Source: an optimization exercise on an open RTL-to-GDS flow (aim: small area). Production flows keep margins and buffers that such runs may drop. Function was checked by simulation only, so behaviour that the tests miss may differ from the original. Power is estimated from default activity; no workload was simulated.

--- flow/config.mk ---
export PLATFORM = sky130hd
export DESIGN_NAME = cpu_cfg_regs
export DESIGN_NICKNAME = cpu_cfg_regs
export VERILOG_FILES = /design/flow/design.v
export SDC_FILE = /design/flow/constraint.sdc
export NUM_CORES = 8
export LEC_CHECK = 0
export CAP_MARGIN = 20
export CORE_MARGIN = 2
export CORE_UTILIZATION = 30
export PLACE_DENSITY = 0.45
export SLEW_MARGIN = 20
--- flow/constraint.sdc ---
create_clock -name core_clock -period 10.0 [get_ports {clk}]
set_input_delay 2.0000 -clock core_clock [delete_from_list [all_inputs] [get_ports {clk}]]
set_output_delay 2.0000 -clock core_clock [all_outputs]
set_load 0.01 [all_outputs]
--- flow/design.v ---
package data_pkg;
   localparam int NUM_CFG = 256;
   typedef struct packed {
      logic [3:0]  FWD;
      logic [11:0] VPI;
   } CellCfgType;
   typedef struct packed {
      logic valid;
      logic write;
   } bus_req_t;
   function automatic bus_req_t decode_req(input logic bus_mode,
                                           input logic sel,
                                           input logic rd_ds,
                                           input logic wr_rw);
      bus_req_t r;
      r = '0;
      if (!sel) begin
         if (bus_mode) begin
            r.valid = rd_ds ^ wr_rw;
            r.write = !wr_rw;
         end else begin
            r.valid = !rd_ds;
            r.write = !wr_rw;
         end
      end
      decode_req = r;
   endfunction
   function automatic logic strobe_held(input logic bus_mode,
                                        input logic write,
                                        input logic sel,
                                        input logic rd_ds,
                                        input logic wr_rw);
      logic held;
      held = 1'b0;
      if (!sel) begin
         if (bus_mode && write) held = !wr_rw;
         else                   held = !rd_ds;
      end
      strobe_held = held;
   endfunction
endpackage
module cfg_mem
#(
   parameter int DEPTH = data_pkg::NUM_CFG,
   parameter int AW    = $clog2(DEPTH)
) (
   input  logic          clk,
   input  logic          rst,
   input  logic          we,
   input  logic [AW-1:0] waddr,
   input  data_pkg::CellCfgType    wdata,
   input  logic          cpu_re,
   input  logic [AW-1:0] cpu_raddr,
   output data_pkg::CellCfgType    cpu_rdata,
   input  logic [AW-1:0] lut_raddr,
   output data_pkg::CellCfgType    lut_rdata
);
   logic [DEPTH-1:0][15:0] mem;
   always_ff @(posedge clk) begin
      if (rst) begin
         mem <= '0;
      end else if (we) begin
         mem[waddr] <= wdata;
      end
   end
   always_ff @(posedge clk) begin
      if (rst) begin
         cpu_rdata <= '0;
         lut_rdata <= '0;
      end else begin
         if (cpu_re) cpu_rdata <= mem[cpu_raddr];
         lut_rdata <= mem[lut_raddr];
      end
   end
endmodule
module cpu_cfg_regs
#(
   parameter int DEPTH = data_pkg::NUM_CFG,
   parameter int AW    = $clog2(DEPTH)
) (
   input  logic                          clk,
   input  logic                          rst,
   input  logic                          BusMode,
   input  logic [11:0]                   Addr,
   input  logic                          Sel,
   input  logic [15:0]                   DataIn,
   input  logic                          Rd_DS,
   input  logic                          Wr_RW,
   output logic [15:0]                   DataOut,
   output logic                          Rdy_Dtack,
   input  logic [AW-1:0]                 lut_addr,
   output logic [15:0]                   lut_data
);
   typedef enum logic [1:0] {
      ST_IDLE,
      ST_ACCESS,
      ST_ACK
   } state_t;
   localparam logic [12:0] DEPTH_L = 13'(DEPTH);
   state_t        state;
   logic [AW-1:0] addr_q;
   data_pkg::CellCfgType    data_q;
   logic          wr_q;
   logic          mode_q;
   logic          in_range_q;
   logic          rd_ack_q;
   logic          rdy_q;
   data_pkg::bus_req_t      req;
   logic          held;
   logic          addr_in_range;
   logic          mem_we;
   logic          mem_re;
   data_pkg::CellCfgType    cpu_rdata;
   data_pkg::CellCfgType    lut_rdata;
   assign req           = data_pkg::decode_req(BusMode, Sel, Rd_DS, Wr_RW);
   assign held          = data_pkg::strobe_held(mode_q, wr_q, Sel, Rd_DS, Wr_RW);
   assign addr_in_range = {1'b0, Addr} < DEPTH_L;
   assign mem_we = (state == ST_ACCESS) && wr_q && in_range_q;
   assign mem_re = (state == ST_ACCESS);
   always_ff @(posedge clk) begin
      if (rst) begin
         state      <= ST_IDLE;
         addr_q     <= '0;
         data_q     <= '0;
         wr_q       <= 1'b0;
         mode_q     <= 1'b0;
         in_range_q <= 1'b0;
         rd_ack_q   <= 1'b0;
         rdy_q      <= 1'b1;
      end else begin
         case (state)
            ST_IDLE: begin
               if (req.valid) begin
                  state      <= ST_ACCESS;
                  addr_q     <= Addr[AW-1:0];
                  data_q     <= DataIn;
                  wr_q       <= req.write;
                  mode_q     <= BusMode;
                  in_range_q <= addr_in_range;
               end
            end
            ST_ACCESS: begin
               state    <= ST_ACK;
               rdy_q    <= 1'b0;
               rd_ack_q <= !wr_q && in_range_q;
            end
            ST_ACK: begin
               if (!held) begin
                  state    <= ST_IDLE;
                  rdy_q    <= 1'b1;
                  rd_ack_q <= 1'b0;
               end
            end
            default: begin
               state    <= ST_IDLE;
               rdy_q    <= 1'b1;
               rd_ack_q <= 1'b0;
            end
         endcase
      end
   end
   cfg_mem #(
      .DEPTH (DEPTH),
      .AW    (AW)
   ) u_cfg_mem (
      .clk       (clk),
      .rst       (rst),
      .we        (mem_we),
      .waddr     (addr_q),
      .wdata     (data_q),
      .cpu_re    (mem_re),
      .cpu_raddr (addr_q),
      .cpu_rdata (cpu_rdata),
      .lut_raddr (lut_addr),
      .lut_rdata (lut_rdata)
   );
   assign DataOut   = rd_ack_q ? cpu_rdata : '0;
   assign Rdy_Dtack = rdy_q;
   assign lut_data      = lut_rdata;
endmodule
--- flow/run.sh ---
#!/bin/bash
# synth_recipe.tcl (not shown) runs the flow's synth.tcl, then flattens the netlist and writes it again
# the make line also repeats each setting of config.mk as NAME=value (left out here)
make -C /OpenROAD-flow-scripts/flow DESIGN_CONFIG=/design/flow/config.mk WORK_HOME=/design/flow/orfs CLKGATE_MAP_FILE= SYNTH_SCRIPT=/design/flow/synth_recipe.tcl finish
==> results.sh <==
export IMPL_cts_repair_resized=0
export IMPL_worst_setup_path_start_kind="flip-flop"
export IMPL_ys_seq_elements=4159
export IMPL_pin_count=75
export IMPL_post_route_period_util=0.6628
export IMPL_ctsHoldBuffers=0
export IMPL_hp_class="flip-flop to flip-flop"
export IMPL_dieArea_mm2=0.7166
export IMPL_remaining_drc_errors=0
export IMPL_post_drt_wl_per_cell_um=34.79
export IMPL_worstSetupPathType="flip-flop to flip-flop"
export IMPL_synth_common_cells="nand2_1, dfxtp_1, a21oi_1"
export IMPL_stdcell_area_mm2=0.2395
export IMPL_numCtsBuffers=467
export IMPL_ant_nets=0
export IMPL_drt_iter0_markers=25791
export IMPL_irDropWorstVdd_mv=0.1744
export IMPL_port_buffers=74
export IMPL_synth_area_mm2=0.2130
export IMPL_grt_pass1_vias=171722
export IMPL_layout_drive_gt1_share=0.1782
export IMPL_synth_cell_types=97
export IMPL_synth_top_area_frac=0.3910
export IMPL_clock_latency_ns=1.20
export IMPL_clock_sinks=4159
export IMPL_fin_crit_ns=6.628
export IMPL_relSlewSlack=0.04420
export IMPL_antenna_found_initial=106
export IMPL_setup_viol=0
export IMPL_max_slew_worst_pin_slew_ns=1.428
export IMPL_postCtsSetupRepairBufs=0
export IMPL_cts_tree="yes"
export IMPL_synth_ff_type="dfxtp_1"
export IMPL_fin_util=0.3385
export IMPL_synth_edff_count=0
export IMPL_fmax_mhz=150.9
export IMPL_yosys_warnings=2
export IMPL_routed_wl_um=1090000
export IMPL_hold_ws_ns=0.4637
export IMPL_required_ns=11.08
export IMPL_worst_ep_arrival_time_ns=7.71
export IMPL_via_per_inst=5.975
export IMPL_grt_pass1_wl_um=1479000
export IMPL_leakage_nw=77.81
export IMPL_finalNetCount=21563
export IMPL_finalClockSkew_ns=0.1211
export IMPL_finalPower_mw=38.34
export IMPL_maxCapViolCount=0
export IMPL_grt_overflow=0
export IMPL_clk_pin_slew_ns=0.06
export IMPL_dr_pass1_iters=7
export IMPL_setup_slack_ns=3.372
export IMPL_drv_slew=0
export IMPL_core_mm2=0.7075
export IMPL_post_place_ws_ns=3.178
export IMPL_grt_use_total=0.2909
export IMPL_die_h_um=846.6
export IMPL_synth_top_area_cell="dfxtp_1"
export IMPL_clockRootBuffer="clkbuf_16"
export IMPL_instances_no_fill=31336
export IMPL_post_dp_hpwl_um=703400
export IMPL_seq_area_frac_synth=0.3910
export IMPL_dp_cells=30375
export IMPL_placed_area_mm2=0.2234
export IMPL_die_w_um=846.6
export IMPL_initial_core_util=0.3010
export IMPL_rsz0062_at_grt="no"
export IMPL_async_flop_share=0
export IMPL_area_growth_pct=12.45
export IMPL_power_density_mw_per_mm2=160.1
export IMPL_route_vias_total=187223
export IMPL_yosysMostFrequentCell="nand2_1"
export IMPL_clock_path_buffers=4
export IMPL_synth_area_top_cells="dfxtp_1, mux4_2, nand2_1, mux2i_1, a21oi_1"
export IMPL_synth_cells=22514
export IMPL_syn_nets=22558
export IMPL_fin_setup_tns_ns=0
export IMPL_status="no timing/DRC/antenna violations"
export IMPL_rows=309
export IMPL_gp_congestion=1.013
export IMPL_htree_levels=5
export IMPL_critPathMaxFanout=38
export IMPL_syn_area_per_cell_um2=9.459
export IMPL_grt_max_degree=193
export IMPL_cp_end_kind="flip-flop"
export IMPL_hold_violations=0
-- power by group --
part | switching (mW) | total [mW] | internal [mW]
clock | 7.81 | 18.2 | 10.4
combinational | 2.70 | 3.47 | 0.766
sequential | 0.118 | 16.7 | 16.6
-- layout by cell type, fill, tap and decap left out, drive strengths merged, types with 16 or more instances in the layout --
cell type,n
a22oi,299
clkdlybuf4s50,68
nor2b,51
clkinv,94
mux2i,1808
clkbuf,717
nor4,44
a2111oi,38
o221ai,145
a221oi,18
and3,18
or3,50
and2,46
mux2,46
nand4,45
o2111ai,16
inv,16
mux4,1949
bufinv,32
o41ai,16
a31oi,24
dfxtp,4159
nand3,493
buf,779
nor2,1486
a21oi,2972
a22o,84
nand2b,16
a211oi,84
o21ai,253
nand2,5482
o22ai,187
diode,101
nor3,170
-- sequential cells by signal (all words and copies together), names as in the netlist, 2 cells and up --
register / cells
u_cfg_mem.mem: 4096
u_cfg_mem.lut_rdata: 16
u_cfg_mem.cpu_rdata: 16
state: 2
addr_q: 8
data_q: 16
-- kinds of logic (layout without fill, tap and decap cells) --
| kind of cell | after synthesis | after routing | synth area share |
|---|---|---|---|
| flops | 4159 | 4159 | 0.3910 |
| fa+ha+maj | 2 | 2 | 0.0001175 |
| buf+inv | 2322 | 1713 | 0.04685 |
| simple gates | 7953 | 7953 | 0.1539 |
| xor+xnor | 4 | 4 | 0.0001645 |
| other cells | 0 | 101 | 0 |
| compound gates | 4271 | 4271 | 0.1145 |
| mux | 3803 | 3803 | 0.2935 |
-- routing by layer --
| layer | part of all wire | GRT usage | up-vias |
|---|---|---|---|
| met1 | 0.40 | 0.3757 | 95884 |
| li1 | - | - | 78682 |
| met4 | 0.076 | 0.1877 | 46 |
| met2 | 0.42 | 0.4218 | 10367 |
| met3 | 0.11 | 0.08764 | 2244 |
| met5 | 0.00049 | 0.0009256 | - |
-- path summary, 6_finish.rpt --
check / end / depth (start not counted) / slack, ns / start
worst max-delay path: u_cfg_mem.cpu_rdata[14] / 9 / 3.37 / addr_q[1]
worst min-delay path: u_cfg_mem.mem[54] / 2 / 0.46 / u_cfg_mem.mem[54]
worst max register to register: u_cfg_mem.cpu_rdata[14] / 9 / 3.37 / addr_q[1]
worst min register to register: u_cfg_mem.mem[54] / 2 / 0.46 / u_cfg_mem.mem[54]
-- final cells by class --
| type | count | area [um^2] |
|---|---|---|
| Sequential cell | 4159 | 83340 |
| Clock inverter | 138 | 1802 |
| Inverter | 11 | 51.30 |
| Antenna cell | 101 | 252.7 |
| Fill cell | 72362 | 468000 |
| Clock buffer | 717 | 13910 |
| Tap cell | 9330 | 11670 |
| Timing Repair Buffer | 847 | 7492 |
| Multi-Input combinational cell | 16033 | 121000 |
-- critical path, stage by stage (launching register included) --
cell and delay [ns]:
dfxtp_4 0.67, buf_4 0.55, buf_4 0.72, buf_4 0.72, mux4_2 0.57, nand2_1 0.39, a31oi_1 0.86, nand4_1 0.50
nor3_1 1.11, a311o_1 0.22

[separate check: timing with driven ports]
No port has a modelled driver above. Below, the same layout with a new extraction and two added sets of constraints.
Step 1 sets driving cells, clkbuf_16 on the clock port and buf_2 on the other inputs (assumed; they add their load-dependent delay and slew).
Step 2 times the ports against the registers' clock, not the clock port: input delays grow and output delays shrink by t, the midpoint of the rising clock arrivals with the driver on.
a / b / c = no drivers / after step 1 / after step 2; a / b = the first two.
t (ns): 1.254
setup slack, ns: 3.372 / 3.372 / 2.544
worst setup path after step 2: input to register
worst register clock-pin slew, ns: 0.07 / 0.07
After both steps this run still meets setup and hold. The setup slack of this run moves by 0.000 ns with the drivers and by -0.828 ns with both steps.
